Source: an optimization exercise on an open RTL-to-GDS flow (aim: small area, a short achievable clock period and few clock cycles). Production flows keep margins and buffers that such runs may drop.
RTL that was checked went through simulation tests only; none was proved equivalent to the original.
The RTL of run 1 was laid out without a check of its function.

==> design.v <==
package bgl_pkg;
  localparam logic [15:0] VOff   = 16'd3072;
  localparam logic [15:0] VTop   = 16'd4223;
  localparam logic [10:0] VMin   = 11'(3100 - 3072);
  localparam logic [10:0] VDisL3 = 11'(3903 - 3072);
  localparam logic [10:0] VDisL2 = 11'(3773 - 3072);
  localparam logic [10:0] VDisL1 = 11'(3712 - 3072);
  localparam logic [10:0] VDisL0 = 11'(3460 - 3072);
  function automatic logic [33:0] rule_lookup(input logic usb, input logic [1:0] rng,
                                              input logic [1:0] lv);
    logic [33:0] r;
    r = '0;
    case ({usb, rng, lv})
      5'd0: r = {1'b0, 1'b1, 11'd510, 11'd0, 10'd0};
      5'd1: r = {1'b0, 1'b0, 11'd480, 11'd510, 10'd30};
      5'd2: r = {1'b0, 1'b0, 11'd320, 11'd480, 10'd160};
      5'd3: r = {1'b0, 1'b0, 11'd80, 11'd320, 10'd240};
      5'd4: r = {1'b1, 1'b0, 11'd928, 11'd28, 10'd900};
      5'd5: r = {1'b1, 1'b0, 11'd1018, 11'd928, 10'd90};
      5'd6: r = {1'b0, 1'b1, 11'd510, 11'd0, 10'd0};
      5'd7: r = {1'b0, 1'b0, 11'd70, 11'd510, 10'd440};
      5'd8: r = {1'b1, 1'b0, 11'd853, 11'd28, 10'd825};
      5'd9: r = {1'b1, 1'b0, 11'd943, 11'd853, 10'd90};
      5'd10: r = {1'b1, 1'b0, 11'd1103, 11'd943, 10'd160};
      5'd11: r = {1'b0, 1'b1, 11'd90, 11'd0, 10'd0};
      5'd12: r = {1'b1, 1'b0, 11'd813, 11'd28, 10'd785};
      5'd13: r = {1'b1, 1'b0, 11'd903, 11'd813, 10'd90};
      5'd14: r = {1'b1, 1'b0, 11'd1063, 11'd903, 10'd160};
      5'd15: r = {1'b0, 1'b1, 11'd130, 11'd0, 10'd0};
      5'd16: r = {1'b1, 1'b0, 11'd1018, 11'd28, 10'd990};
      5'd17: r = {1'b1, 1'b0, 11'd1093, 11'd1018, 10'd75};
      5'd18: r = {1'b0, 1'b1, 11'd290, 11'd0, 10'd0};
      5'd19: r = {1'b0, 1'b0, 11'd50, 11'd290, 10'd240};
      5'd20: r = {1'b1, 1'b0, 11'd838, 11'd28, 10'd810};
      5'd21: r = {1'b1, 1'b0, 11'd918, 11'd838, 10'd80};
      5'd22: r = {1'b1, 1'b0, 11'd1068, 11'd918, 10'd150};
      5'd23: r = {1'b0, 1'b1, 11'd90, 11'd0, 10'd0};
      5'd24: r = {1'b1, 1'b0, 11'd788, 11'd28, 10'd760};
      5'd25: r = {1'b1, 1'b0, 11'd868, 11'd788, 10'd80};
      5'd26: r = {1'b1, 1'b0, 11'd1008, 11'd868, 10'd140};
      5'd27: r = {1'b0, 1'b1, 11'd180, 11'd0, 10'd0};
      5'd28: r = {1'b1, 1'b0, 11'd758, 11'd28, 10'd730};
      5'd29: r = {1'b1, 1'b0, 11'd843, 11'd758, 10'd85};
      5'd30: r = {1'b1, 1'b0, 11'd978, 11'd843, 10'd135};
      5'd31: r = {1'b0, 1'b1, 11'd230, 11'd0, 10'd0};
      default: r = '0;
    endcase
    rule_lookup = r;
  endfunction
  function automatic logic [6:0] cbase(input logic [2:0] n);
    logic [6:0] b;
    case (n)
      3'd0: b = 7'd0;
      3'd1: b = 7'd25;
      3'd2: b = 7'd50;
      3'd3: b = 7'd80;
      default: b = 7'd100;
    endcase
    cbase = b;
  endfunction
  function automatic logic [6:0] dtop(input logic [2:0] n);
    logic [6:0] b;
    case (n)
      3'd0: b = 7'd25;
      3'd1: b = 7'd50;
      3'd2: b = 7'd80;
      default: b = 7'd100;
    endcase
    dtop = b;
  endfunction
endpackage
module bgl_add #(
  parameter int W = 16
) (
  input  logic [W-1:0] a,
  input  logic [W-1:0] b,
  input  logic         cin,
  output logic [W-1:0] s,
  output logic         cout
);
  logic [W-1:0] g, p, gg, pp;
  logic [W:0]   c;
  always_comb begin
    g = a & b;
    p = a ^ b;
    gg = g;
    gg[0] = g[0] | (p[0] & cin);
    pp = p;
    for (int l = 0; (1 << l) < W; l++)
      for (int i = (2 << l) - 1; i < W; i += (2 << l)) begin
        gg[i] = gg[i] | (pp[i] & gg[i - (1 << l)]);
        pp[i] = pp[i] & pp[i - (1 << l)];
      end
    for (int l = $clog2(W) - 2; l >= 0; l--)
      for (int i = 3 * (1 << l) - 1; i < W; i += (2 << l)) begin
        gg[i] = gg[i] | (pp[i] & gg[i - (1 << l)]);
        pp[i] = pp[i] & pp[i - (1 << l)];
      end
    c[0] = cin;
    for (int k = 0; k < W; k++) c[k + 1] = gg[k];
    s = p ^ c[W-1:0];
    cout = c[W];
  end
endmodule
module bgl_divider #(
  parameter int HI = 4,
  parameter int LO = 0
) (
  input  logic [19:0] rem_i,
  input  logic [14:0] den_i,
  input  logic [4:0]  quo_i,
  output logic [19:0] rem_o,
  output logic [4:0]  quo_o
);
  logic [19:0] rem [HI+1:LO];
  logic [4:0]  quo [HI+1:LO];
  assign rem[HI+1] = rem_i;
  assign quo[HI+1] = quo_i;
  for (genvar k = HI; k >= LO; k--) begin : g_step
    logic [15:0] t;
    logic        ok;    
    bgl_add #(.W(16)) u_sub (
      .a(rem[k+1][k +: 16]), .b(~{1'b0, den_i}), .cin(1'b1), .s(t), .cout(ok)
    );
    always_comb begin
      rem[k] = rem[k+1];
      quo[k] = quo[k+1];
      if (ok) begin
        rem[k][k +: 16] = t;
        quo[k][k] = 1'b1;
      end
    end
  end
  assign rem_o = rem[LO];
  assign quo_o = quo[LO];
endmodule
module battery_gauge_level_tracker (
  input  logic        clk_i,
  input  logic        rst_ni,
  input  logic        in_valid_i,
  output logic        in_ready_o,
  input  logic [57:0] in_data_i,
  output logic        out_valid_o,
  input  logic        out_ready_i,
  output logic [10:0] out_data_o
);
  localparam logic [1:0] K_DIV = 2'd0;    
  localparam logic [1:0] K_CONST = 2'd1;  
  localparam logic [1:0] K_KEEP = 2'd2;   
  localparam logic [1:0] K_NOP = 2'd3;    
  logic out_valid_q, adv_q;    
  assign adv_q = !out_valid_q || out_ready_i;
  assign in_ready_o = adv_q;
  logic signed [7:0] temp;
  logic [15:0] vin, curin;
  logic [10:0] vq;
  logic [14:0] cq;
  logic [1:0]  rng;
  logic [2:0]  seed_in;
  assign temp = in_data_i[38:31];
  assign vin = in_data_i[54:39];
  assign curin = in_data_i[30:15];
  always_comb begin
    if (temp < 8'sd10) rng = 2'd0;
    else if (temp < 8'sd20) rng = 2'd1;
    else if (temp < 8'sd30) rng = 2'd2;
    else rng = 2'd3;
    if (vin[15:12] == 4'd0 && vin[11:10] != 2'b11) vq = 11'd0;
    else if (vin[15:13] != 3'd0 || (vin[12] && vin[11:7] != 5'd0)) vq = 11'(bgl_pkg::VTop - bgl_pkg::VOff);
    else vq = {vin[12], vin[9:0]};
    cq = curin[15] ? 15'h7fff : curin[14:0];
    if (vq > bgl_pkg::VDisL3) seed_in = 3'd4;
    else if (vq > bgl_pkg::VDisL2) seed_in = 3'd3;
    else if (vq > bgl_pkg::VDisL1) seed_in = 3'd2;
    else if (vq > bgl_pkg::VDisL0) seed_in = 3'd1;
    else seed_in = 3'd0;
  end
  logic        s_valid_q;
  logic        chg, nochg, usb;
  logic [1:0]  s_rng_q;
  logic [2:0]  s_seed_q;
  logic [10:0] v;
  logic [14:0] cur, mc;
  always_ff @(posedge clk_i or negedge rst_ni) begin
    if (!rst_ni) s_valid_q <= 1'b0;
    else if (adv_q) s_valid_q <= in_valid_i;
  end
  always_ff @(posedge clk_i) begin
    if (adv_q) begin
      chg <= in_data_i[57]; nochg <= in_data_i[56]; usb <= in_data_i[55];
      v <= vq; s_rng_q <= rng; s_seed_q <= seed_in; cur <= cq; mc <= in_data_i[14:0];
    end
  end
  logic       mode_q;
  logic [2:0] band_q;
  logic        sw;
  logic [2:0]  b, nb;
  logic [1:0]  kind;
  logic [33:0] rl;
  logic        rl_volt, rl_mc;
  logic [10:0] rl_thr, rl_other;
  logic [9:0]  rl_d;
  logic        climb;
  logic [14:0] cmp_l, cmp_r;
  logic [14:0] opa, opb;
  logic [15:0] diff;
  logic [15:0] dmc;
  logic [14:0] x, d;
  logic        cmp_ge, dmc_c, diff_c;
  logic [14:0] cmp_unused;
  logic [15:0] dmc_s, diff_s;
  bgl_add #(.W(15)) u_cmp (.a(cmp_l), .b(~cmp_r), .cin(1'b1), .s(cmp_unused), .cout(cmp_ge));
  bgl_add #(.W(16)) u_dmc (.a({1'b0, mc}), .b(~{5'd0, rl_thr}), .cin(1'b1), .s(dmc_s), .cout(dmc_c));
  bgl_add #(.W(16)) u_diff (.a({1'b0, opa}), .b(~{1'b0, opb}), .cin(1'b1), .s(diff_s), .cout(diff_c));
  always_comb begin
    sw = (chg != mode_q);
    b = sw ? (chg ? 3'd0 : s_seed_q) : band_q;
    rl = bgl_pkg::rule_lookup(usb, s_rng_q, b[1:0]);
    rl_volt = rl[33];
    rl_mc = rl[32];
    rl_thr = rl[31:21];
    rl_other = rl[20:10];
    rl_d = rl[9:0];
    cmp_l = rl_volt ? {4'd0, rl_thr} : cur;
    cmp_r = rl_volt ? {4'd0, v} : {4'd0, rl_thr};
    climb = !cmp_ge;
    dmc = dmc_s;
    if (chg) begin
      opa = rl_volt ? {4'd0, v} : (rl_mc ? mc : {4'd0, rl_other});
      opb = rl_volt ? {4'd0, rl_other} : cur;
    end else begin
      case (b)
        3'd3: opa = {4'd0, bgl_pkg::VDisL3};
        3'd2: opa = {4'd0, bgl_pkg::VDisL2};
        3'd1: opa = {4'd0, bgl_pkg::VDisL1};
        default: opa = {4'd0, bgl_pkg::VDisL0};
      endcase
      opb = {4'd0, v};
    end
    diff = diff_s;
    x = diff[15] ? 15'd0 : diff[14:0];
    nb = b; kind = K_DIV;
    d = rl_mc ? dmc[14:0] : {5'd0, rl_d};
    if (chg) begin
      if (nochg) kind = K_NOP;
      else if (b[2]) kind = K_KEEP;
      else if (climb) begin
        nb = b + 3'd1; kind = K_CONST;
      end else if (rl_mc && (dmc[15] || dmc == 16'd0)) kind = K_CONST;
    end else begin
      case (b)
        3'd4: begin
          if (v < bgl_pkg::VDisL3) begin
            nb = 3'd3; kind = K_CONST;
          end else kind = K_KEEP;
        end
        3'd3: begin
          d = 15'(bgl_pkg::VDisL3 - bgl_pkg::VDisL2);
          if (v < bgl_pkg::VDisL2) begin
            nb = 3'd2; kind = K_CONST;
          end
        end
        3'd2: begin
          d = 15'(bgl_pkg::VDisL2 - bgl_pkg::VDisL1);
          if (v < bgl_pkg::VDisL1) begin
            nb = 3'd1; kind = K_CONST;
          end
        end
        3'd1: begin
          d = 15'(bgl_pkg::VDisL1 - bgl_pkg::VDisL0);
          if (v < bgl_pkg::VDisL0) begin
            nb = 3'd0; kind = K_CONST;
          end
        end
        default: begin
          d = 15'(bgl_pkg::VDisL0 - bgl_pkg::VMin);
          if (v <= bgl_pkg::VMin) x = 15'(bgl_pkg::VDisL0 - bgl_pkg::VMin);
        end
      endcase
    end
  end
  always_ff @(posedge clk_i or negedge rst_ni) begin
    if (!rst_ni) begin
      mode_q <= 1'b0; band_q <= 3'd4;
    end else if (adv_q && s_valid_q) begin
      mode_q <= chg; band_q <= nb;
    end
  end
  logic        a_valid_q, b_valid_q, c_valid_q, e_valid_q;
  logic [6:0]  a_ctl_q, b_ctl_q, c_ctl_q, e_ctl_q;
  logic [14:0] a_x_q, a_d_q, b_d_q, c_d_q;
  logic [18:0] b_rem_q;
  logic [16:0] c_rem_q;
  logic        b_quo_q;
  logic [2:0]  c_quo_q;
  logic [4:0]  e_quo_q;
  always_ff @(posedge clk_i or negedge rst_ni) begin
    if (!rst_ni) begin
      a_valid_q <= 1'b0; b_valid_q <= 1'b0; c_valid_q <= 1'b0; e_valid_q <= 1'b0;
    end else if (adv_q) begin
      a_valid_q <= s_valid_q; b_valid_q <= a_valid_q; c_valid_q <= b_valid_q;
      e_valid_q <= c_valid_q;
    end
  end
  always_ff @(posedge clk_i) begin
    if (adv_q) begin
      a_ctl_q <= {chg, sw, kind, nb}; a_x_q <= x; a_d_q <= d;
    end
  end
  logic [19:0] num, rem_b;
  logic [4:0]  quo_b;
  logic [19:0] mul_a, mul_b, mul_c;
  always_comb begin
    case (a_ctl_q[2:0])
      3'd3: begin   
        mul_a = {1'b0, a_x_q, 4'd0}; mul_b = {3'd0, a_x_q, 2'd0}; mul_c = 20'd0;
      end
      3'd2: begin   
        mul_a = {a_x_q, 5'd0}; mul_b = ~{4'd0, a_x_q, 1'b0}; mul_c = 20'd1;
      end
      default: begin   
        mul_a = {1'b0, a_x_q, 4'd0}; mul_b = {2'd0, a_x_q, 3'd0}; mul_c = {5'd0, a_x_q};
      end
    endcase
  end
  logic [19:0] csa_s, csa_c;
  logic        num_c;
  assign csa_s = mul_a ^ mul_b ^ mul_c;
  assign csa_c = (mul_a & mul_b) | (mul_a & mul_c) | (mul_b & mul_c);
  bgl_add #(.W(20)) u_num (.a(csa_s), .b({csa_c[18:0], 1'b0}), .cin(1'b0), .s(num), .cout(num_c));
  bgl_divider #(.HI(4), .LO(4)) u_div_b (
    .rem_i(num), .den_i(a_d_q), .quo_i(5'd0), .rem_o(rem_b), .quo_o(quo_b)
  );
  always_ff @(posedge clk_i) begin
    if (adv_q) begin
      b_ctl_q <= a_ctl_q; b_d_q <= a_d_q; b_rem_q <= rem_b[18:0]; b_quo_q <= quo_b[4];
    end
  end
  logic [19:0] rem_c;
  logic [4:0]  quo_c;
  bgl_divider #(.HI(3), .LO(2)) u_div_c (
    .rem_i({1'b0, b_rem_q}), .den_i(b_d_q), .quo_i({b_quo_q, 4'd0}), .rem_o(rem_c), .quo_o(quo_c)
  );
  always_ff @(posedge clk_i) begin
    if (adv_q) begin
      c_ctl_q <= b_ctl_q; c_d_q <= b_d_q; c_rem_q <= rem_c[16:0]; c_quo_q <= quo_c[4:2];
    end
  end
  logic [19:0] rem_d;
  logic [4:0]  quo_d;
  bgl_divider #(.HI(1), .LO(0)) u_div_d (
    .rem_i({3'd0, c_rem_q}), .den_i(c_d_q), .quo_i({c_quo_q, 2'd0}), .rem_o(rem_d), .quo_o(quo_d)
  );
  always_ff @(posedge clk_i) begin
    if (adv_q) begin
      e_ctl_q <= c_ctl_q; e_quo_q <= quo_d;
    end
  end
  logic       e_chg, e_sw;
  logic [1:0] e_kind;
  logic [2:0] e_band;
  assign {e_chg, e_sw, e_kind, e_band} = e_ctl_q;
  logic [6:0] dpct_q, disp_q;
  logic [6:0] lrep_q;
  logic       rep_q;
  logic [2:0] oband_q;
  logic [6:0] base, qv, p;
  logic [6:0] lrep_e;
  logic       rep;
  always_comb begin
    base = e_chg ? bgl_pkg::cbase(e_band) : bgl_pkg::dtop(e_band);
    qv = (e_kind == K_DIV) ? {2'd0, e_quo_q} : 7'd0;
    p = e_chg ? (base + qv) : (base - qv);
    if (e_kind == K_KEEP) p = (e_chg || dpct_q < 7'd80) ? 7'd100 : dpct_q;
    lrep_e = e_sw ? 7'd127 : lrep_q;
    rep = (e_kind != K_NOP) && (p != lrep_e);
  end
  always_ff @(posedge clk_i or negedge rst_ni) begin
    if (!rst_ni) begin
      out_valid_q <= 1'b0; dpct_q <= 7'd0; lrep_q <= 7'd0;
      disp_q <= 7'd100; rep_q <= 1'b0; oband_q <= 3'd4;
    end else if (adv_q) begin
      out_valid_q <= e_valid_q;
      if (e_valid_q) begin
        if (!e_chg) dpct_q <= p;
        lrep_q <= rep ? p : lrep_e;
        if (rep && (e_chg ? (p > disp_q) : (p < disp_q))) disp_q <= p;
        rep_q <= rep;
        oband_q <= e_band;
      end
    end
  end
  assign out_valid_o = out_valid_q;
  assign out_data_o = {disp_q, oband_q, rep_q};
endmodule
==> flow/run.sh <==
#!/bin/bash
# Layout: the standard flow (standard.sh, unchanged synthesis) with two settings changed:
# the port buffers are sky130_fd_sc_hd__buf_2 cells, and timing repair aims for 6.5 ns of
# setup slack at the design's 12 ns period. make's full output goes to layout.log here.
set -euo pipefail
export BUFFER_PORTS_ARGS="-buffer_cell sky130_fd_sc_hd__buf_2"
bash standard.sh SETUP_SLACK_MARGIN=6.5 finish > layout.log 2>&1
==> standard.sh <==
#!/bin/bash
# synth_recipe.tcl (not shown) runs the flow's synth.tcl, then flattens the netlist and writes it again
# the make line also repeats each setting of config.mk as NAME=value (left out here)
make -C /OpenROAD-flow-scripts/flow DESIGN_CONFIG=/design/flow/config.mk WORK_HOME=/design/flow/orfs CLKGATE_MAP_FILE= SYNTH_SCRIPT=/design/flow/synth_recipe.tcl "${@:-finish}"
==> config.mk <==
export PLATFORM = sky130hd
export DESIGN_NAME = battery_gauge_level_tracker
export DESIGN_NICKNAME = battery_gauge_level_tracker
export VERILOG_FILES = /design/flow/design.v
export SDC_FILE = /design/flow/constraint.sdc
export NUM_CORES = 4
export LEC_CHECK = 0
export CAP_MARGIN = 20
export CORE_MARGIN = 2
export CORE_UTILIZATION = 40
export CTS_BUF_LIST = sky130_fd_sc_hd__clkbuf_16
export CTS_CLUSTER_DIAMETER = 100
export CTS_CLUSTER_SIZE = 30
export SLEW_MARGIN = 20
==> constraint.sdc <==
create_clock -name core_clock -period 12.0 [get_ports {clk_i}]
set_input_delay 2.4000 -clock core_clock [delete_from_list [all_inputs] [get_ports {clk_i}]]
set_output_delay 2.4000 -clock core_clock [all_outputs]
set_load 0.01 [all_outputs]
==> results of run 1 <==
kinds of logic (layout without fill, tap and decap cells):
logic type               count (synthesis)  in the layout  share of synthesized area
buffers and inverters                  215            335                     0.0484
AND/OR/NAND/NOR                        446            447                      0.126
flip-flops                             217            217                      0.372
other                                    1              1                   0.000220
AO/OA/AOI/OAI                          453            453                      0.178
multiplexers                            99             99                     0.0630
XOR/XNOR                                56             56                     0.0287
adder cells (fa/ha/maj)                212            212                      0.183
worst max-delay path: stages, from the launching register on:
cell      delay, ns
edfxtp_1       0.46
nand2b_4       0.21
nor2_4         0.24
buf_4          0.17
mux2_2         0.34
fa_1           0.43
ha_1           0.34
or3_1          0.37
o21ai_0        0.11
a21oi_2        0.08
a21oi_2        0.15
fa_1           0.47
inv_2          0.09
ha_4           0.19
a21o_1         0.17
a21o_1         0.17
a41oi_2        0.20
a21oi_2        0.10
a21oi_2        0.20
o21bai_4       0.11
a21oi_4        0.17
buf_12         0.15
buf_8          0.12
buf_4          0.11
mux2i_1        0.19
path summary, 6_finish.rpt:
check | startpoint | end | cells after the start
worst max register to register | a_ctl_q[2] | b_rem_q[10] | 24
worst max-delay path | a_ctl_q[2] | b_rem_q[10] | 24
min in group asynchronous | rst_ni | band_q[0] | 1
max in group asynchronous | rst_ni | mode_q | 1
worst min-delay path | a_ctl_q[3] | b_ctl_q[3] | 0
worst min register to register | a_ctl_q[3] | b_ctl_q[3] | 0
per-stage QoR:
stage	area (um^2)	utilization
CTS	19100	0.454
detailed placement	18000	0.428
global placement	18000	0.428
floorplan	17200	-
global route	19700	0.468
finish	19700	0.468
cell usage in the layout (no fill, tap or decap), types with 13 or more instances in the layout:
master / n
and3_1: 13
fa_1: 61
nand2b_1: 18
xor2_1: 19
o21ai_0: 84
nor2_1: 108
nand2_1: 135
buf_4: 79
nor3_1: 34
dfrtp_1: 29
mux2_2: 62
or2_2: 24
buf_2: 73
a31oi_1: 13
clkbuf_16: 16
xnor2_1: 37
edfxtp_1: 182
inv_1: 140
o21a_1: 29
mux2i_1: 32
a21oi_1: 93
ha_1: 143
nand3_1: 22
and2_1: 20
a21oi_2: 14
a211oi_1: 16
a21o_1: 45
sequential cells by signal, indices dropped and copies added, names as in the netlist, 2 cells and up:
register	cells
a_ctl_q	7
a_d_q	15
a_x_q	15
b_ctl_q	7
b_d_q	15
b_rem_q	19
band_q	3
c_ctl_q	7
c_d_q	15
c_quo_q	3
c_rem_q	17
cur	15
disp_q	7
dpct_q	7
e_ctl_q	7
e_quo_q	5
lrep_q	7
mc	15
oband_q	3
s_rng_q	2
s_seed_q	3
v	11
area by class of cell:
type                            instances  area share
Timing Repair Buffer                  171      0.0682
Clock inverter                          8     0.00560
Inverter                              143      0.0277
Multi-Input combinational cell       1268       0.525
Tap cell                              539      0.0343
Sequential cell                       217       0.323
Clock buffer                           13      0.0166
repair_timing:
action                     in CTS  in global routing
resized for setup              55                 45
setup endpoints to repair      59                 48
pin swaps                      17                 27
buffers inserted               35                 41
gates cloned                    4                  3
per-layer routing:
metal,global-route usage,vias up,share of wire
li1,-,6412,-
met1,0.241,6301,0.43
met2,0.339,308,0.49
met3,0.0152,72,0.032
met4,0.0809,0,0.048
met5,0,-,0
==> impl_metrics.toml, run 1 <==
[timing]
worst_slack_ns = 6.49
hold_slack_ns = 0.410
tightest_slew_ns = 1.04
max_freq_mhz = 181
hold_viol = 0
finalMaxSlewViolations = 0
setup_violations = 0
period_share = 0.460
period_minus_slack_ns = 5.51
tns_ns = 0
fin_skew_ns = 0.0173
relSlewSlack = 0.302
rsz0062_at_grt = "yes"

[route]
vias = 13100
drt_first_pass_iters = 5
drt-total-wl_mm = 43.0
drt-wirelength-per-cell_um = 18.2
drc = 0
drtIter0Drc = 666
vias_per_cell = 5.55
route.antenna.remaining_nets = 0

[cells_and_area]
drive_gt1_frac = 0.202
antenna_cells = 0
final_cells = 2359
ff_latch_area_um2 = 6350
fill_cells = 3964
syn_to_final_growth_pct = 15.2
multi_input_area_um2 = 10300
fin_nets = 2087

[die]
fp.dieH_um = 211
pin_count = 75
die_area_um2 = 44300
initial_core_util = 0.406
die_w_um = 211
core.rowCount = 75
core_um2 = 42000

[clocking]
cts_sinks = 217
worstSkewPairLatency_ns = 0.49
cts_made_buffers = 13
holdBufCountCts = 0
cts_tree = "yes"
clk_pin_slew_ns = 0.11
clockRootBuffer = "clkbuf_16"
h-tree-depth = 1
clockBufferDepth = 3

[placement]
hpwl_mm = 31.3
pre_cts_slack_ns = 5.26
dp_cells = 2255
globalplace.congestion = 0.928
port_buffers = 73

[synthesis]
synth_top_area_share = 0.320
ys_warn_count = 19
ys_types = 87
synthTopCellsByArea = "edfxtp_1, ha_1, fa_1, dfrtp_1, mux2_2"
ys_seq_elements = 217
synth_commonest_cells = "edfxtp_1, ha_1, inv_1"
synth_top_area_cell = "edfxtp_1"
synth_nets = 1972
synth_cells = 1699
synth.avg_cell_area_um2 = 10.0
synth_most_common_cell = "edfxtp_1"
synth_ff_type = "edfxtp_1"
ys_seq_area_frac = 0.372
async_flop_share = 0.161
synth_edf_count = 182
syn_area_um2 = 17100

[global_route]
grtUsageTotal = 0.191
grt-ovfl-total = 0
grt_pass1_vias = 13000
grt_pass1_wl_mm = 68.3
grt_start_max_net_pins = 75
antenna_found_initial = 0

[critical_path]
rrSetupSlack_ns = 6.49
worstPathRequired_ns = 12.33
criticalPathCategory = "register to register"
worstPathArrival_ns = 5.84
cp-start-kind = "register"
path_max_fanout = 8
worstSetupEndpointType = "register"

[hold_path]
hold_class = "register to register"

[run]
maxCapViolations = 0

[status]
status = "no timing/DRC/antenna violations"
==> inputs of run 2 (changes only) <==
--- a/design.v
+++ b/design.v
@@ -91,7 +91,7 @@
         gg[i] = gg[i] | (pp[i] & gg[i - (1 << l)]);
         pp[i] = pp[i] & pp[i - (1 << l)];
       end
-    for (int l = $clog2(W) - 2; l >= 0; l--)
+    for (int l = 4; l >= 0; l--)   
       for (int i = 3 * (1 << l) - 1; i < W; i += (2 << l)) begin
         gg[i] = gg[i] | (pp[i] & gg[i - (1 << l)]);
         pp[i] = pp[i] & pp[i - (1 << l)];
==> run 2 against run 1 <==
Still clean on timing, DRC and antenna. Sequential share of layout area is 0.23 points lower. Worst hold slack better by 0.015 ns. Routed wire length fell by 1.6%. Synthesized cell count rose by 0.82%. Flip-flop and latch count did not move. Critical path depth shrank 4.
==> impl_metrics.toml, run 2 <==
[timing]
period_minus_slack_ns = 5.58
setup_violations = 0
finalMaxSlewViolations = 0
tns_ns = 0
tightest_slew_ns = 0.991
period_share = 0.465
fin_skew_ns = 0.0203
rsz0062_at_grt = "yes"
relSlewSlack = 0.339
max_freq_mhz = 179
hold_viol = 0

[critical_path]
worstPathRequired_ns = 12.25
cpMostUsedCell = "a21oi_4"
crit_chain = "nand2b_4 -> nor2_4 -> mux2_4 -> fa_1 -> ha_2 -> or4_4 -> a21oi_4 -> buf_4 -> o21ai_2 -> a31oi_2 -> nor2b_1 -> o21a_1 -> o41a_1 -> fa_2 -> ha_1 -> and3_4 -> a21oi_4 -> o21ai_4 -> a31o_4 -> mux2_2"
path_buf_inv = 1
slowest_stage = "fa_2"
criticalPathCategory = "register to register"
path_max_fanout = 7
cpPeakStageDelay_ns = 0.56
worstSetupEndpointType = "register"
crit_family = "adder cells"
cp-start-kind = "register"
worstPathArrival_ns = 5.83

[cells_and_area]
antenna_cells = 0
fill_cells = 3903
multi_input_area_um2 = 10500
reg_top3 = "b_rem_q x19, c_rem_q x17"
final_common_cell = "edfxtp_1"
syn_to_final_growth_pct = 16.3
largest_register = "b_rem_q"
ff_latch_area_um2 = 6350
fin_nets = 2106
layout_common_cells = "edfxtp_1, nor2_1, ha_1, a21oi_1, inv_1"
largest_reg_flops = 19
drive_gt1_frac = 0.219

[synthesis]
synthTopCellsByArea = "edfxtp_1, ha_1, fa_1, dfrtp_1, a21oi_1"
synthAdderAreaFrac = 0.183
ys_types = 97
synth_top_family_by_area = "compound AO/OA/AOI/OAI gates"
synth_compound_area_frac = 0.186
muxShareOfSynthArea = 0.0498
synth_edf_count = 182
synth_xor_area_frac = 0.0293
synth_cells = 1713
synth_most_common_cell = "edfxtp_1"
ys_seq_area_frac = 0.373
synth_top_area_share = 0.321
ys_seq_elements = 217
synth_top_area_cell = "edfxtp_1"
synth-simple-area-share = 0.132
syn_area_um2 = 17000
async_flop_share = 0.161
synth_nets = 1986
ys_warn_count = 19
synth_commonest_cells = "edfxtp_1, nor2_1, a21oi_1"
synth.avg_cell_area_um2 = 9.94
synth_ff_type = "edfxtp_1"

[route]
drt-total-wl_mm = 42.3
drt-wirelength-per-cell_um = 17.8
vias_per_cell = 5.50
drt_first_pass_iters = 7
route.antenna.remaining_nets = 0
drc = 0
vias = 13100
drtIter0Drc = 692

[clocking]
cts_tree = "yes"
worstSkewPairLatency_ns = 0.50
cts_sinks = 217
clk_pin_slew_ns = 0.11
h-tree-depth = 1
cts_made_buffers = 14
clockRootBuffer = "clkbuf_16"
clockBufferDepth = 3

[die]
fp.dieH_um = 210
die_area_um2 = 44200
pin_count = 75
initial_core_util = 0.406
die_w_um = 210
core.rowCount = 75
core_um2 = 41900

[hold_path]
hold_class = "register to register"

[placement]
globalplace.congestion = 0.907
port_buffers = 73
hpwl_mm = 30.7

[global_route]
grtUsageTotal = 0.190
grt_start_max_net_pins = 86
grt-ovfl-total = 0
antenna_found_initial = 0
grt_pass1_vias = 12900
grt_pass1_wl_mm = 67.6

[status]
status = "no timing/DRC/antenna violations"

[run]
maxCapViolations = 0
run 2: cell types whose count changed after synthesis, sizes merged, moves of 8 or more:
cell | before | now
mux2i | 35 | 19
a21oi | 110 | 151
nor2 | 110 | 165
o22ai | 12 | 4
nand2 | 137 | 123
a21o | 45 | 55
xor2 | 19 | 28
xnor2 | 37 | 29
inv | 143 | 130
run 2: cell families after synthesis:
kind of cell | Yosys count
adders and majority gates | 212
and+or+nand+nor | 474
muxes | 77
other | 1
buffers and inverters | 204
DFF | 217
xor gates and xnor gates | 57
AOI/OAI and AO/OA | 471
run 2: worst reg2reg max path, stage by stage (launching register included):
cell,delay (ns)
edfxtp_1,0.43
nand2b_4,0.21
nor2_4,0.17
mux2_4,0.32
fa_1,0.50
ha_2,0.20
or4_4,0.52
a21oi_4,0.14
buf_4,0.13
o21ai_2,0.06
a31oi_2,0.17
nor2b_1,0.07
o21a_1,0.19
o41a_1,0.35
fa_2,0.56
ha_1,0.29
and3_4,0.20
a21oi_4,0.15
o21ai_4,0.11
a31o_4,0.28
mux2_2,0.29
run 2: area by class of cell:
type                       count  share of cell area
clock buffer                  15              0.0190
clock inverter                 9             0.00670
inverter                     132              0.0256
multi-input combinational   1294               0.528
sequential                   217               0.321
tap                          539              0.0341
timing repair buffer         174              0.0657
run 2: what timing repair did:
item	CTS	global route
hold buffers	0	0
resized for setup	77	64
endpoints found under the setup margin	61	54
pin swaps	27	39
setup buffers	44	39
cloned	3	3
run 2: per-stage QoR:
| step | worst slack, ns | util | cell area [um^2] | std cells | hold slack (ns) |
|---|---|---|---|---|---|
| 5_1_grt | 6.27 | 0.472 | 19800 | 2380 | 0.437 |
| 4_1_cts | 6.46 | 0.457 | 19200 | 2338 | 0.432 |
| 2_1_floorplan | 6.45 | - | 17100 | 1713 | 0.400 |
| 3_5_place_dp | 5.03 | 0.428 | 17900 | 2267 | 0.405 |
| 6_report | 6.42 | 0.472 | 19800 | 2380 | 0.425 |
| 3_3_place_gp | 5.12 | 0.428 | 17900 | 2267 | 0.404 |
run 2: final timing paths:
kind                                 start  slack [ns]  depth (start not counted)         end
worst min-delay path            c_ctl_q[5]        0.43                          0  e_ctl_q[5]
worst min register to register  c_ctl_q[5]        0.43                          0  e_ctl_q[5]
min in group asynchronous           rst_ni        1.97                          1   e_valid_q
worst max-delay path            a_ctl_q[2]        6.42                         20  b_rem_q[5]
max in group asynchronous           rst_ni        9.47                          1      mode_q
worst max register to register  a_ctl_q[2]        6.42                         20  b_rem_q[5]
run 2: layer usage:
metal,GRT usage,vias up,wire (um)
met5,0,-,0
met4,0.0695,0,1860
met3,0.0173,87,1490
met2,0.342,294,21200
met1,0.236,6269,17700
li1,-,6440,-
Testbench counts of run 2, summed over its fixed seeds: cycles 4,848.
==> inputs of run 3 (changes only) <==
==> flow/run.sh (replaced) <==
#!/bin/bash
# Layout: the standard flow (standard.sh, unchanged synthesis) with two settings changed:
# the port buffers are sky130_fd_sc_hd__buf_1 cells, and timing repair aims for 6.5 ns of
# setup slack at the design's 12 ns period. make's full output goes to layout.log here.
set -euo pipefail
export BUFFER_PORTS_ARGS="-buffer_cell sky130_fd_sc_hd__buf_1"
bash standard.sh SETUP_SLACK_MARGIN=6.5 finish > layout.log 2>&1
==> run 3 against run 2 <==
Maximum frequency is 0.55% higher. Via count is 0.54% higher. Largest cell class unchanged. Critical endpoint is now b_rem_q[16]. Non-clock buffer count is 4 lower. Synthesized cell count stayed put.
==> impl_metrics.toml, run 3 <==
[synthesis]
synth_cells = 1713
synth_nets = 1986
syn_area_um2 = 17000
synth_commonest_cells = "edfxtp_1, nor2_1, a21oi_1"
ys_warn_count = 19
synth_top_area_share = 0.321
ys_seq_elements = 217
ys_seq_area_frac = 0.373
synth_top_area_cell = "edfxtp_1"
synth_ff_type = "edfxtp_1"
async_flop_share = 0.161
synth_edf_count = 182
synth.avg_cell_area_um2 = 9.94
synthTopCellsByArea = "edfxtp_1, ha_1, fa_1, dfrtp_1, a21oi_1"
synth_most_common_cell = "edfxtp_1"
ys_types = 97

[global_route]
grt_pass1_vias = 13000
grt_start_max_net_pins = 86
grt_pass1_wl_mm = 67.9
grtUsageTotal = 0.191
antenna_found_initial = 0
grt-ovfl-total = 0

[die]
die_w_um = 210
die_area_um2 = 44200
core_um2 = 41900
initial_core_util = 0.406
pin_count = 75
fp.dieH_um = 210
core.rowCount = 75

[timing]
fin_skew_ns = 0.0334
tns_ns = 0
rsz0062_at_grt = "yes"
period_share = 0.463
setup_violations = 0
hold_viol = 0
finalMaxSlewViolations = 0
tightest_slew_ns = 0.985
period_minus_slack_ns = 5.55
relSlewSlack = 0.343
worst_slack_ns = 6.45
max_freq_mhz = 180

[clocking]
cts_tree = "yes"
clk_pin_slew_ns = 0.11
h-tree-depth = 1
clockRootBuffer = "clkbuf_16"
cts_made_buffers = 13
worstSkewPairLatency_ns = 0.51
clockBufferDepth = 3
cts_sinks = 217

[critical_path]
worstSetupEndpointType = "register"
criticalPathCategory = "register to register"
worstPathRequired_ns = 12.27
worstPathArrival_ns = 5.82
path_max_fanout = 5
cp-start-kind = "register"

[cells_and_area]
largest_register = "b_rem_q"
drive_gt1_frac = 0.176
final_common_cell = "edfxtp_1"
largest_reg_flops = 19
fin_nets = 2104
final_cells = 2377
antenna_cells = 0
layout_common_cells = "edfxtp_1, nor2_1, ha_1, a21oi_1, inv_1"
reg_top3 = "b_rem_q x19, c_rem_q x17"
utilization = 0.468
syn_to_final_growth_pct = 15.3

[route]
route.antenna.remaining_nets = 0
drt_first_pass_iters = 6
vias_per_cell = 5.54
met1_length_mm = 18.2
dr_wl_met3_mm = 1.40
drt-wirelength-per-cell_um = 18.1
drtIter0Drc = 712
wl_met2_mm = 21.1
drc = 0
maxUsedRoutingLayer = "met4"
drt-total-wl_mm = 43.0
vias = 13200

[placement]
globalplace.congestion = 0.946
port_buffers = 73
pre_cts_slack_ns = 5.18
hpwl_mm = 30.6
dp_cells = 2268

[status]
status = "no timing/DRC/antenna violations"

[hold_path]
hold_class = "register to register"

[run]
maxCapViolations = 0
[run 3: critical path: stages, from the launching register on]
cell and delay, ns:
edfxtp_1 0.43, nand2b_4 0.20, nor2_4 0.17, buf_6 0.14, mux2_4 0.30, fa_2 0.55, ha_4 0.21, o21a_1 0.16
o21a_1 0.21, o21ai_2 0.14, o21ai_1 0.09, a31oi_1 0.22, nor2b_1 0.07, o21a_1 0.18, o41a_1 0.35, fa_2 0.55
ha_1 0.28, and3_4 0.18, a21oi_2 0.16, o21ai_4 0.13, a31o_4 0.30, mux2_2 0.27
[run 3: final cells by class]
class | instances | area (um^2)
fillers | 3839 | 22300
multi-input cells | 1297 | 10500
flip-flops and latches | 217 | 6350
repair buffers | 170 | 1220
well taps | 539 | 674
inverters | 132 | 514
clock buffers | 13 | 325
clock inverters | 9 | 82.6
[run 3: final timing paths]
kind | from | end | slack, ns | cells after the start
max in group asynchronous | rst_ni | mode_q | 9.40 | 1
worst max register to register | a_ctl_q[2] | b_rem_q[16] | 6.45 | 21
worst max-delay path | a_ctl_q[2] | b_rem_q[16] | 6.45 | 21
min in group asynchronous | rst_ni | b_valid_q | 1.99 | 1
worst min register to register | c_quo_q[0] | e_quo_q[2] | 0.43 | 0
worst min-delay path | c_quo_q[0] | e_quo_q[2] | 0.43 | 0
[run 3: layer usage]
layer	GRT usage	up-vias
li1	-	6443
met1	0.236	6334
met2	0.340	291
met3	0.0168	93
met4	0.0895	0
met5	0	-
[run 3: kinds of logic (layout without fill, tap and decap cells)]
family	count (synthesis)	after routing	synth area share
flip-flops	217	217	0.373
multiplexers	77	77	0.0498
AO/OA/AOI/OAI	471	474	0.186
buffers and inverters	204	324	0.0469
XOR/XNOR	57	57	0.0293
AND/OR/NAND/NOR	474	476	0.132
other	1	1	0.000220
adder cells (fa/ha/maj)	212	212	0.183
[run 3: stage by stage]
stage / instance area (um^2) / hold slack [ns]
CTS: 19100 / 0.430
floorplan: 17100 / 0.400
global route: 19600 / 0.435
global placement: 17900 / 0.404
finish: 19600 / 0.427
detailed placement: 17900 / 0.405
[run 3: what timing repair did]
item                                    CTS  global route
hold buffers                              0             0
gates resized for setup                  76            63
endpoints found under the setup margin   61            55
cloned                                    6             3
pin swaps                                28            26
setup buffers                            53            25
==> inputs of run 4 (changes only) <==
==> flow/run.sh (replaced) <==
#!/bin/bash
# Layout: the standard flow (standard.sh, unchanged synthesis) with two settings changed:
# the port buffers are sky130_fd_sc_hd__buf_2 cells, and timing repair aims for 6.8 ns of
# setup slack at the design's 12 ns period. make's full output goes to layout.log here.
set -euo pipefail
export BUFFER_PORTS_ARGS="-buffer_cell sky130_fd_sc_hd__buf_2"
bash standard.sh SETUP_SLACK_MARGIN=6.8 finish > layout.log 2>&1
==> run 4 against run 3 <==
Via count is 0.50% higher.
==> impl_metrics.toml, run 4 <==
[timing]
max_freq_mhz = 179
rsz0062_at_grt = "yes"
relSlewSlack = 0.402
setup_violations = 0
tns_ns = 0
tightest_slew_ns = 0.890
finalMaxSlewViolations = 0
period_minus_slack_ns = 5.58
period_share = 0.465
hold_viol = 0
fin_skew_ns = 0.0219

[hold_path]
whs_path_depth = 0
hold_class = "register to register"

[synthesis]
syn_area_um2 = 17000
ys_warn_count = 19
synthTopCellsByArea = "edfxtp_1, ha_1, fa_1, dfrtp_1, a21oi_1"
ys_seq_elements = 217
synth.avg_cell_area_um2 = 9.94
synth_most_common_cell = "edfxtp_1"
async_flop_share = 0.161
synth_nets = 1986
ys_types = 97
synth_cells = 1713
synth_edf_count = 182
synth_commonest_cells = "edfxtp_1, nor2_1, a21oi_1"
synth_top_area_cell = "edfxtp_1"
synth_top_area_share = 0.321
ys_seq_area_frac = 0.373
synth_ff_type = "edfxtp_1"

[route]
drc = 0
drt_first_pass_iters = 6
maxUsedRoutingLayer = "met4"
dr_wl_met3_mm = 1.48
drt-total-wl_mm = 43.1
route.antenna.remaining_nets = 0
wl_met2_mm = 21.4
met1_length_mm = 17.9
vias = 13200
drtIter0Drc = 857
vias_per_cell = 5.52
drt-wirelength-per-cell_um = 18.0

[die]
die_area_um2 = 44200
pin_count = 75
initial_core_util = 0.406
core.rowCount = 75
core_um2 = 41900
fp.dieH_um = 210
die_w_um = 210

[run]
maxCapViolations = 0

[cells_and_area]
drive_gt1_frac = 0.240
antenna_cells = 0
fin_nets = 2126
largest_register = "b_rem_q"
reg_top3 = "b_rem_q x19, c_rem_q x17"
utilization = 0.481
syn_to_final_growth_pct = 18.6
final_common_cell = "edfxtp_1"
fill_cells = 3861
layout_common_cells = "edfxtp_1, nor2_1, ha_1, a21oi_1, inv_1"
largest_reg_flops = 19

[critical_path]
worstSetupEndpointType = "register"
worstPathArrival_ns = 5.83
criticalPathCategory = "register to register"
worstRegToRegCells = 21
crit_family = "compound AO/OA/AOI/OAI gates"
cpPeakStageDelay_ns = 0.59
cpMostUsedCell = "o21a_1"
cp-start-kind = "register"
slowest_stage = "fa_2"
cp.depth = 21
path_buf_inv = 1
path_max_fanout = 5
crit_chain = "nand2b_4 -> nor2_4 -> buf_6 -> mux2_4 -> fa_2 -> ha_4 -> o21a_1 -> o21a_1 -> o21ai_2 -> o21ai_2 -> a31oi_1 -> nor2b_1 -> o21a_1 -> o41a_1 -> a31o_1 -> fa_2 -> ha_4 -> a21oi_4 -> o21ai_4 -> a31o_4 -> mux2_4"
worstPathRequired_ns = 12.25

[global_route]
grt_pass1_wl_mm = 67.6
grt_start_max_net_pins = 130
antenna_found_initial = 0
grt_pass1_vias = 12800
grt-ovfl-total = 0
grtUsageTotal = 0.190

[status]
status = "no timing/DRC/antenna violations"

[clocking]
cts_made_buffers = 13
h-tree-depth = 1
clockBufferDepth = 3
clockRootBuffer = "clkbuf_16"
cts_tree = "yes"
clk_pin_slew_ns = 0.11
worstSkewPairLatency_ns = 0.49
cts_sinks = 217

[placement]
hpwl_mm = 30.4
port_buffers = 73
globalplace.congestion = 0.912
## run 4: cell count changes in the layout (fill, tap and decap cells not counted), moves of 3 or more
cell	change
nor2_1	-5
buf_6	+5
inv_4	-3
buf_4	+19
fa_2	+6
buf_2	+71
ha_2	+4
ha_1	-6
inv_6	-3
fa_1	-6
nor2_4	+3
buf_1	-72
o21ai_0	-4
## run 4: worst paths after layout
| check | startpoint | to | slack (ns) |
|---|---|---|---|
| min | b_ctl_q[5] | c_ctl_q[5] | 0.40 |
| min reg2reg | b_ctl_q[5] | c_ctl_q[5] | 0.40 |
| min in group asynchronous | rst_ni | rep_q | 1.97 |
| max reg2reg | a_ctl_q[2] | b_rem_q[16] | 6.42 |
| max | a_ctl_q[2] | b_rem_q[16] | 6.42 |
| max in group asynchronous | rst_ni | mode_q | 9.46 |
## run 4: stage by stage
stage | hold WS (ns) | setup WS, ns | std cells | cell area, um^2
floorplan | 0.400 | 6.45 | 1713 | 17300
global placement | 0.403 | 5.33 | 2265 | 18000
detailed placement | 0.405 | 5.29 | 2265 | 18000
CTS | 0.407 | 6.49 | 2348 | 19400
global route | 0.409 | 6.25 | 2398 | 20200
finish | 0.404 | 6.42 | 2398 | 20200
## run 4: cells by family (layout without fill, tap and decap cells)
family,count (synthesis),after routing,synth area share
adder cells (fa/ha/maj),212,212,0.183
AO/OA/AOI/OAI,471,475,0.186
multiplexers,77,77,0.0498
AND/OR/NAND/NOR,474,475,0.132
flip-flops,217,217,0.373
buffers and inverters,204,345,0.0469
other,1,1,0.000220
XOR/XNOR,57,57,0.0293
## run 4: layout make-up
type                       count  area (um^2)  area share
timing repair buffer         192         1530      0.0760
inverter                     132          513      0.0254
multi-input combinational   1297        10700       0.528
sequential                   217         6350       0.314
clock inverter                 8          129     0.00638
tap                          539          674      0.0334
clock buffer                  13          325      0.0161
## run 4: routing by layer
metal  GRT usage  vias up
met4      0.0942        0
met1       0.240     6335
met2       0.331      308
li1            -     6480
met3      0.0152      104
met5           0        -
## run 4: what timing repair did
action                                  4_1_cts  5_1_grt
hold buffers                                  0        0
pin swaps                                    32       51
resized for setup                            89       86
gates cloned                                  8        3
setup buffers                                54       47
endpoints found under the setup margin       72       55
==> inputs of run 5 (changes only) <==
==> flow/run.sh (replaced) <==
#!/bin/bash
# Layout: the standard flow (standard.sh, unchanged synthesis) with two settings changed:
# the port buffers are sky130_fd_sc_hd__buf_2 cells, and timing repair aims for 6.0 ns of
# setup slack at the design's 12 ns period. make's full output goes to layout.log here.
set -euo pipefail
export BUFFER_PORTS_ARGS="-buffer_cell sky130_fd_sc_hd__buf_2"
bash standard.sh SETUP_SLACK_MARGIN=6.0 finish > layout.log 2>&1
==> run 5 against run 4 <==
Critical path depth unchanged. Register-to-register slack got worse by 0.20 ns. Clock skew increased by 0.020 ns. Die area unchanged. Worst hold slack got worse by 0.0029 ns. Flip-flop and latch count unchanged. Cell count decreased by 2.5%. Cell area decreased by 5.4%. Still clean. Largest cell class unchanged. Worst setup slack got worse by 0.20 ns.
==> impl_metrics.toml, run 5 <==
[critical_path]
crit_family = "compound AO/OA/AOI/OAI gates"
path_max_fanout = 17
r2r_end = "b_rem_q[16]"
rrSetupSlack_ns = 6.22
r2r_start = "a_ctl_q[2]"
cp.depth = 21
cpMostUsedCell = "o21ai_2"
criticalPathCategory = "register to register"
worstRegToRegCells = 21
worstPathRequired_ns = 12.24
worstSetupEndpointType = "register"
path_buf_inv = 1
cp-start-kind = "register"
slowest_stage = "or4_1"
worstPathArrival_ns = 6.02
cpPeakStageDelay_ns = 0.54
crit_chain = "nand2b_1 -> buf_6 -> nor2_4 -> mux2_4 -> fa_1 -> ha_2 -> or4_1 -> a21oi_2 -> o21ai_2 -> a31oi_2 -> nor2b_1 -> o21a_1 -> o41a_1 -> fa_2 -> xor2_4 -> ha_4 -> a21o_1 -> a21oi_1 -> o21ai_2 -> a31o_4 -> mux2_2"

[placement]
hpwl_mm = 30.4
globalplace.congestion = 0.945
dp_cells = 2266
pre_cts_slack_ns = 4.87
port_buffers = 73

[hold_path]
min_to = "c_ctl_q[5]"
hold_class = "register to register"
hold_path.startpoint = "b_ctl_q[5]"
whs_path_depth = 0

[timing]
relSlewSlack = 0.369
setup_violations = 0
hold_viol = 0
hold_slack_ns = 0.401
max_freq_mhz = 173
worst_slack_ns = 6.22
finalMaxSlewViolations = 0
tns_ns = 0
period_minus_slack_ns = 5.78
fin_skew_ns = 0.0420
rsz0062_at_grt = "no"
tightest_slew_ns = 0.937
period_share = 0.481

[cells_and_area]
reg_top3 = "b_rem_q x19, c_rem_q x17"
layout_common_cells = "edfxtp_1, nor2_1, a21oi_1, ha_1, inv_1"
largest_register = "b_rem_q"
antenna_cells = 0
final_cells = 2337
final_common_cell = "edfxtp_1"
largest_reg_flops = 19
syn_to_final_growth_pct = 12.2
drive_gt1_frac = 0.179
fin_nets = 2065

[synthesis]
synth_ff_type = "edfxtp_1"
async_flop_share = 0.161
synth_cells = 1713
synthTopCellsByArea = "edfxtp_1, ha_1, fa_1, dfrtp_1, a21oi_1"
ys_warn_count = 19
ys_seq_elements = 217
synth_most_common_cell = "edfxtp_1"
synth_top_area_cell = "edfxtp_1"
synth_commonest_cells = "edfxtp_1, nor2_1, a21oi_1"
synth_nets = 1986
ys_types = 97
ys_seq_area_frac = 0.373
syn_area_um2 = 17000
synth_top_area_share = 0.321
synth_edf_count = 182
synth.avg_cell_area_um2 = 9.94

[clocking]
clk_pin_slew_ns = 0.11
clockBufferDepth = 3
cts_sinks = 217
worstSkewPairLatency_ns = 0.51
clockRootBuffer = "clkbuf_16"
h-tree-depth = 1
cts_tree = "yes"
cts_made_buffers = 14

[die]
die_area_um2 = 44200
core.rowCount = 75
die_w_um = 210
core_um2 = 41900
initial_core_util = 0.406
pin_count = 75
fp.dieH_um = 210

[route]
drt-total-wl_mm = 40.1
drt_first_pass_iters = 5
drc = 0
drt-wirelength-per-cell_um = 17.2
route.antenna.remaining_nets = 0
drtIter0Drc = 778
vias_per_cell = 5.49
vias = 12800

[global_route]
grt_start_max_net_pins = 152
grt-ovfl-total = 0
grt_pass1_wl_mm = 65.8
grt_pass1_vias = 12700
antenna_found_initial = 0
grtUsageTotal = 0.183

[run]
maxCapViolations = 0

[status]
status = "no timing/DRC/antenna violations"
==> run 5: worst max-delay path by stage <==
stage,from,slack [ns],endpoint
after floorplan,a_ctl_q[2],6.01,b_rem_q[11]
after global placement,chg,4.93,a_ctl_q[3]
after detailed placement,mode_q,4.87,a_ctl_q[3]
after CTS,chg,6.04,a_ctl_q[3]
after global routing,a_ctl_q[2],5.97,b_rem_q[16]
final,a_ctl_q[2],6.22,b_rem_q[16]
==> run 5: worst reg2reg max path, cell delays in order (launching register included) <==
cell	delay, ns
edfxtp_1	0.39
nand2b_1	0.16
buf_6	0.15
nor2_4	0.16
mux2_4	0.33
fa_1	0.48
ha_2	0.21
or4_1	0.54
a21oi_2	0.20
o21ai_2	0.10
a31oi_2	0.20
nor2b_1	0.07
o21a_1	0.18
o41a_1	0.43
fa_2	0.45
xor2_4	0.18
ha_4	0.29
a21o_1	0.16
a21oi_1	0.16
o21ai_2	0.13
a31o_4	0.27
mux2_2	0.27
==> run 5: routing by layer <==
metal	GRT usage	vias to the layer above	wire, um
met3	0.0145	76	1370
met5	0	-	0
met1	0.233	6135	17400
met4	0.0773	0	1840
met2	0.320	264	19500
li1	-	6353	-
==> run 5: logic make-up (layout without fill, tap and decap cells) <==
| family | after synthesis | in the layout | synth area share |
|---|---|---|---|
| AOI/OAI and AO/OA | 471 | 473 | 0.186 |
| and+or+nand+nor | 474 | 474 | 0.132 |
| other | 1 | 1 | 0.000220 |
| adders and majority gates | 212 | 212 | 0.183 |
| buffers and inverters | 204 | 287 | 0.0469 |
| muxes | 77 | 77 | 0.0498 |
| xor gates and xnor gates | 57 | 57 | 0.0293 |
| DFF | 217 | 217 | 0.373 |
==> run 5: stage by stage <==
step           instance area [um^2]   util
2_1_floorplan                 17000      -
5_1_grt                       19100  0.455
3_5_place_dp                  17900  0.427
6_report                      19100  0.455
4_1_cts                       18600  0.444
3_3_place_gp                  17900  0.427
==> run 5: repair_timing <==
item                                    in CTS  in global routing
setup buffers                               10                 37
gates cloned                                 1                  1
gates resized for setup                     39                 43
endpoints found under the setup margin      56                 46
pin swaps                                    8                 21
hold buffers                                 0                  0
==> run 5: area by class of cell <==
class                           instances  area (um^2)
Clock inverter                          7         97.6
Sequential cell                       217         6350
Inverter                              132          502
Timing Repair Buffer                  133          868
Fill cell                            3960        22800
Clock buffer                           15          375
Tap cell                              539          674
Multi-Input combinational cell       1294        10200
==> inputs of run 6 (changes only) <==
==> flow/run.sh (replaced) <==
#!/bin/bash
# Layout: the standard flow (standard.sh, unchanged synthesis) with two settings changed:
# the port buffers are sky130_fd_sc_hd__buf_2 cells, and timing repair aims for 6.4 ns of
# setup slack at the design's 12 ns period. make's full output goes to layout.log here.
set -euo pipefail
export BUFFER_PORTS_ARGS="-buffer_cell sky130_fd_sc_hd__buf_2"
bash standard.sh SETUP_SLACK_MARGIN=6.4 finish > layout.log 2>&1
==> run 6 against run 5 <==
Critical path depth is the same. Global-route usage grew 0.69 points. Critical endpoint unchanged. Flip-flop and latch count is the same. Still clean on timing, DRC and antenna.
==> impl_metrics.toml, run 6 <==
[global_route]
grt-ovfl-total = 0
grt_pass1_vias = 13000
antenna_found_initial = 0
grtUsageTotal = 0.190
grt_pass1_wl_mm = 67.5
grt_start_max_net_pins = 75

[route]
drc = 0
vias = 13100
vias_per_cell = 5.49
drt_first_pass_iters = 4
route.antenna.remaining_nets = 0
drt-total-wl_mm = 42.9
drtIter0Drc = 600
drt-wirelength-per-cell_um = 18.0

[timing]
finalMaxSlewViolations = 0
period_share = 0.465
relSlewSlack = 0.395
tightest_slew_ns = 0.899
max_freq_mhz = 179
setup_violations = 0
worst_slack_ns = 6.42
rsz0062_at_grt = "yes"
tns_ns = 0
period_minus_slack_ns = 5.58
fin_skew_ns = 0.0287
hold_slack_ns = 0.414
hold_viol = 0

[cells_and_area]
drive_gt1_frac = 0.225
largest_reg_flops = 19
stdcell_area_um2 = 20000
syn_to_final_growth_pct = 17.2
fin_nets = 2112
largest_register = "b_rem_q"
antenna_cells = 0
layout_common_cells = "edfxtp_1, nor2_1, ha_1, a21oi_1, inv_1"
final_common_cell = "edfxtp_1"
reg_top3 = "b_rem_q x19, c_rem_q x17"

[die]
core.rowCount = 75
fp.dieH_um = 210
die_w_um = 210
initial_core_util = 0.406
core_um2 = 41900
die_area_um2 = 44200
pin_count = 75

[clocking]
holdBufCountCts = 0
clockBufferDepth = 3
clk_pin_slew_ns = 0.10
cts_made_buffers = 14
cts_tree = "yes"
h-tree-depth = 1
worstSkewPairLatency_ns = 0.50
clockRootBuffer = "clkbuf_16"
cts_sinks = 217

[synthesis]
synth_most_common_cell = "edfxtp_1"
synth_top_area_share = 0.321
ys_seq_area_frac = 0.373
ys_seq_elements = 217
synth_commonest_cells = "edfxtp_1, nor2_1, a21oi_1"
syn_area_um2 = 17000
synth.avg_cell_area_um2 = 9.94
synth_cells = 1713
ys_types = 97
synth_nets = 1986
synth_edf_count = 182
synth_top_area_cell = "edfxtp_1"
ys_warn_count = 19
synthTopCellsByArea = "edfxtp_1, ha_1, fa_1, dfrtp_1, a21oi_1"
async_flop_share = 0.161
synth_ff_type = "edfxtp_1"

[critical_path]
rrSetupSlack_ns = 6.42
r2r_end = "b_rem_q[16]"
r2r_start = "a_ctl_q[2]"
worstRegToRegCells = 21
worstSetupEndpointType = "register"
worstPathRequired_ns = 12.24
worstPathArrival_ns = 5.82
criticalPathCategory = "register to register"
path_max_fanout = 5
cp-start-kind = "register"

[run]
maxCapViolations = 0

[placement]
place_area_um2 = 17900
port_buffers = 73
globalplace.congestion = 0.938
hpwl_mm = 31.0
pre_cts_slack_ns = 4.64

[hold_path]
min_to = "e_ctl_q[5]"
hold_path.startpoint = "c_ctl_q[5]"
hold_class = "register to register"
whs_path_depth = 0

[status]
status = "no timing/DRC/antenna violations"
[run 6: area by class of cell]
class | count | area (um^2)
Clock buffer | 15 | 375
Tap cell | 539 | 674
Inverter | 132 | 505
Fill cell | 3879 | 22000
Timing Repair Buffer | 179 | 1380
Clock inverter | 9 | 164
Sequential cell | 217 | 6350
Multi-Input combinational cell | 1295 | 10500
[run 6: how the worst max path moves through the flow]
stage,end,slack (ns),depth (start not counted),startpoint
final,b_rem_q[16],6.42,21,a_ctl_q[2]
after global routing,b_rem_q[16],6.20,21,a_ctl_q[1]
after CTS,b_rem_q[16],6.41,19,a_ctl_q[0]
after detailed placement,a_x_q[2],4.64,28,chg
after global placement,a_x_q[2],4.78,28,chg
after floorplan,b_rem_q[16],6.40,22,a_ctl_q[2]
[run 6: what timing repair did]
item | in CTS | in global routing
buffers inserted | 54 | 31
setup endpoints to repair | 60 | 55
pin swaps | 27 | 41
gates resized for setup | 74 | 82
cloned | 4 | 5
[run 6: per-layer routing]
layer	up-vias	wire, um	global-route usage
met1	6293	18300	0.233
li1	6447	-	-
met4	0	2210	0.0854
met2	273	21100	0.340
met5	-	0	0
met3	93	1280	0.0140
[run 6: cell families after synthesis]
group / share of synthesized area
AND/OR/NAND/NOR: 0.132
AO/OA/AOI/OAI: 0.186
flip-flops: 0.373
adder cells (fa/ha/maj): 0.183
buffers and inverters: 0.0469
multiplexers: 0.0498
XOR/XNOR: 0.0293
other: 0.000220
[run 6: critical path, stage by stage (launching register included)]
cell and delay [ns]:
edfxtp_1 0.40, nand2b_4 0.19, nor2_4 0.18, mux2_4 0.32, fa_1 0.51, ha_2 0.20
or4_4 0.52, a21oi_4 0.19, o21bai_4 0.16, fa_2 0.47, inv_2 0.10, ha_4 0.20
a21oi_2 0.13, nor2b_1 0.08, a311oi_2 0.34, o2bb2ai_2 0.17, o21a_1 0.19, nor2b_1 0.07
o21ai_1 0.14, nand2b_1 0.10, fa_2 0.41, mux2_4 0.26
[run 6: stage by stage]
step | utilization | cells
6_report | 0.476 | 2386
5_1_grt | 0.476 | 2386
4_1_cts | 0.460 | 2350
3_5_place_dp | 0.427 | 2268
3_3_place_gp | 0.427 | 2268
2_1_floorplan | - | 1713
==> inputs of run 7 (changes only) <==
==> flow/run.sh (replaced) <==
#!/bin/bash
# Layout: the standard flow (standard.sh, unchanged synthesis) with two settings changed:
# the port buffers are sky130_fd_sc_hd__buf_2 cells, and timing repair aims for 6.1 ns of
# setup slack at the design's 12 ns period. make's full output goes to layout.log here.
set -euo pipefail
export BUFFER_PORTS_ARGS="-buffer_cell sky130_fd_sc_hd__buf_2"
bash standard.sh SETUP_SLACK_MARGIN=6.1 finish > layout.log 2>&1
==> run 7 against run 6 <==
Flip-flop and latch count is the same. Highest routed layer unchanged. Via count shrank 2.1%. Cell area shrank 4.5%. Largest cell class unchanged. First-iteration DRC count grew 23%.
==> impl_metrics.toml, run 7 <==
[synthesis]
synth_commonest_cells = "edfxtp_1, nor2_1, a21oi_1"
synth_ff_type = "edfxtp_1"
synth.avg_cell_area_um2 = 9.94
synth_top_area_cell = "edfxtp_1"
synth_nets = 1986
synth_most_common_cell = "edfxtp_1"
syn_area_um2 = 17000
ys_seq_area_frac = 0.373
ys_types = 97
synthTopCellsByArea = "edfxtp_1, ha_1, fa_1, dfrtp_1, a21oi_1"
ys_warn_count = 19
ys_seq_elements = 217
async_flop_share = 0.161
synth_edf_count = 182
synth_cells = 1713
synth_top_area_share = 0.321

[critical_path]
path_buf_inv = 4
slowest_stage = "o311ai_0"
cpMostUsedCell = "a21oi_1"
r2r_end = "a_ctl_q[3]"
path_max_fanout = 25
worstPathArrival_ns = 6.05
cp-start-kind = "register"
crit_family = "compound AO/OA/AOI/OAI gates"
rrSetupSlack_ns = 6.31
criticalPathCategory = "register to register"
cpPeakStageDelay_ns = 0.64
worstRegToRegCells = 25
worstSetupEndpointType = "register"
worstPathRequired_ns = 12.36
r2r_start = "chg"

[placement]
hpwl_mm = 31.0
globalplace.congestion = 0.944
port_buffers = 73

[cells_and_area]
largest_reg_flops = 19
largest_register = "b_rem_q"
utilization = 0.455
syn_to_final_growth_pct = 12.0
antenna_cells = 0
fill_cells = 3921
reg_top3 = "b_rem_q x19, c_rem_q x17"
final_common_cell = "edfxtp_1"
layout_common_cells = "edfxtp_1, nor2_1, a21oi_1, ha_1, inv_1"
fin_nets = 2065
drive_gt1_frac = 0.175

[die]
initial_core_util = 0.406
die_w_um = 210
die_area_um2 = 44200
pin_count = 75
core_um2 = 41900
fp.dieH_um = 210
core.rowCount = 75

[global_route]
antenna_found_initial = 0
grt_pass1_wl_mm = 65.6
grtUsageTotal = 0.184
grt_pass1_vias = 12700
grt-ovfl-total = 0
grt_start_max_net_pins = 156

[clocking]
h-tree-depth = 1
cts_sinks = 217
clk_pin_slew_ns = 0.11
cts_made_buffers = 14
holdBufCountCts = 0
cts_tree = "yes"
clockBufferDepth = 3
worstSkewPairLatency_ns = 0.50
clockRootBuffer = "clkbuf_16"

[route]
drtIter0Drc = 740
drt_first_pass_iters = 5
vias = 12800
drt-total-wl_mm = 41.2
drt-wirelength-per-cell_um = 17.6
drc = 0
route.antenna.remaining_nets = 0
vias_per_cell = 5.48

[timing]
hold_viol = 0
period_minus_slack_ns = 5.69
tightest_slew_ns = 0.981
tns_ns = 0
period_share = 0.474
relSlewSlack = 0.346
fin_skew_ns = 0.0257
rsz0062_at_grt = "yes"
setup_violations = 0
finalMaxSlewViolations = 0
max_freq_mhz = 176

[run]
maxCapViolations = 0

[hold_path]
min_to = "e_ctl_q[5]"
whs_path_depth = 0
hold_path.startpoint = "c_ctl_q[5]"
hold_class = "register to register"

[status]
status = "no timing/DRC/antenna violations"
==> run 7: cell types whose count changed in the layout (fill, tap and decap cells not counted), sizes merged <==
cell    previous run  this run
inv              131       135
nand2            123       124
nand2b            23        22
bufinv             2         1
clkbuf            18        16
clkinv             6         3
bufbuf             3         0
buf              173       131
==> run 7: kinds of logic after synthesis <==
group	after synthesis	share of synthesized area
AO/OA/AOI/OAI	471	0.186
XOR/XNOR	57	0.0293
adder cells (fa/ha/maj)	212	0.183
buffers and inverters	204	0.0469
flip-flops	217	0.373
multiplexers	77	0.0498
other	1	0.000220
AND/OR/NAND/NOR	474	0.132
==> run 7: cell type report <==
type / instances / area (um^2) / area share
clock inverters: 9 / 128 / 0.00669
multi-input cells: 1295 / 10200 / 0.533
clock buffers: 15 / 375 / 0.0197
flip-flops and latches: 217 / 6350 / 0.333
repair buffers: 132 / 878 / 0.0461
inverters: 132 / 503 / 0.0264
well taps: 539 / 674 / 0.0354
==> run 7: how the worst max path moves through the flow <==
stage / depth (start not counted) / from / end / slack, ns
after detailed placement: 26 / mode_q / a_x_q[2] / 4.90
final: 25 / chg / a_ctl_q[3] / 6.31
after floorplan: 24 / a_ctl_q[2] / b_rem_q[11] / 6.10
after global placement: 26 / chg / a_x_q[2] / 5.01
after global routing: 28 / chg / a_x_q[2] / 6.03
after CTS: 27 / chg / a_ctl_q[3] / 6.11
==> run 7: metrics by stage <==
step,area [um^2],setup slack [ns],std cells,hold WS (ns)
after floorplan,17100,6.10,1713,0.400
after global placement,17900,5.01,2265,0.403
after detailed placement,17900,4.90,2265,0.405
after CTS,18700,6.11,2302,0.405
after global routing,19100,6.03,2339,0.415
final,19100,6.31,2339,0.397
==> run 7: routing by layer <==
metal / wire length (um) / track usage
met5: 0 / 0
met4: 1900 / 0.0807
met3: 1460 / 0.0191
met2: 20100 / 0.322
met1: 17800 / 0.232
==> run 7: repair_timing <==
action | 4_1_cts | 5_1_grt
gates resized for setup | 44 | 30
pin swaps | 6 | 16
gates cloned | 1 | 3
buffers inserted | 12 | 34
endpoints found under the setup margin | 55 | 48

[what the ideal ports hide]
The results above use ideal ports. As a check the final layouts listed here were re-extracted and re-timed, cells and wires unchanged.
Step 1 assumes that a clkbuf_16 drives the clock port and a buf_2 every other input.
Step 2 times the ports against the registers' clock, not the clock port: input delays grow and output delays shrink by t, the midpoint of the rising clock arrivals with the driver on.
Slacks: no drivers / after step 1 / after step 2; pairs: no drivers / after step 1.
run	shift t [ns]	setup slack, ns	worst hold slack (ns)	worst setup path at the end	clock arrival spread, ns
run 1	0.530	6.486 / 6.486 / 6.486	0.410 / 0.410 / 0.410	register to register	0.017 / 0.017
run 2	0.536	6.417 / 6.417 / 6.417	0.425 / 0.425 / 0.425	register to register	0.021 / 0.021
run 3	0.551	6.448 / 6.448 / 6.448	0.427 / 0.427 / 0.427	register to register	0.033 / 0.034
run 4	0.532	6.421 / 6.421 / 6.421	0.404 / 0.404 / 0.404	register to register	0.022 / 0.022
run 5	0.540	6.224 / 6.224 / 6.224	0.401 / 0.401 / 0.401	register to register	0.043 / 0.043
run 6	0.536	6.419 / 6.419 / 6.419	0.414 / 0.414 / 0.414	register to register	0.029 / 0.029
run 7	0.545	6.307 / 6.307 / 6.307	0.397 / 0.397 / 0.397	register to register	0.026 / 0.026
After both steps setup and hold are still met in every run listed.
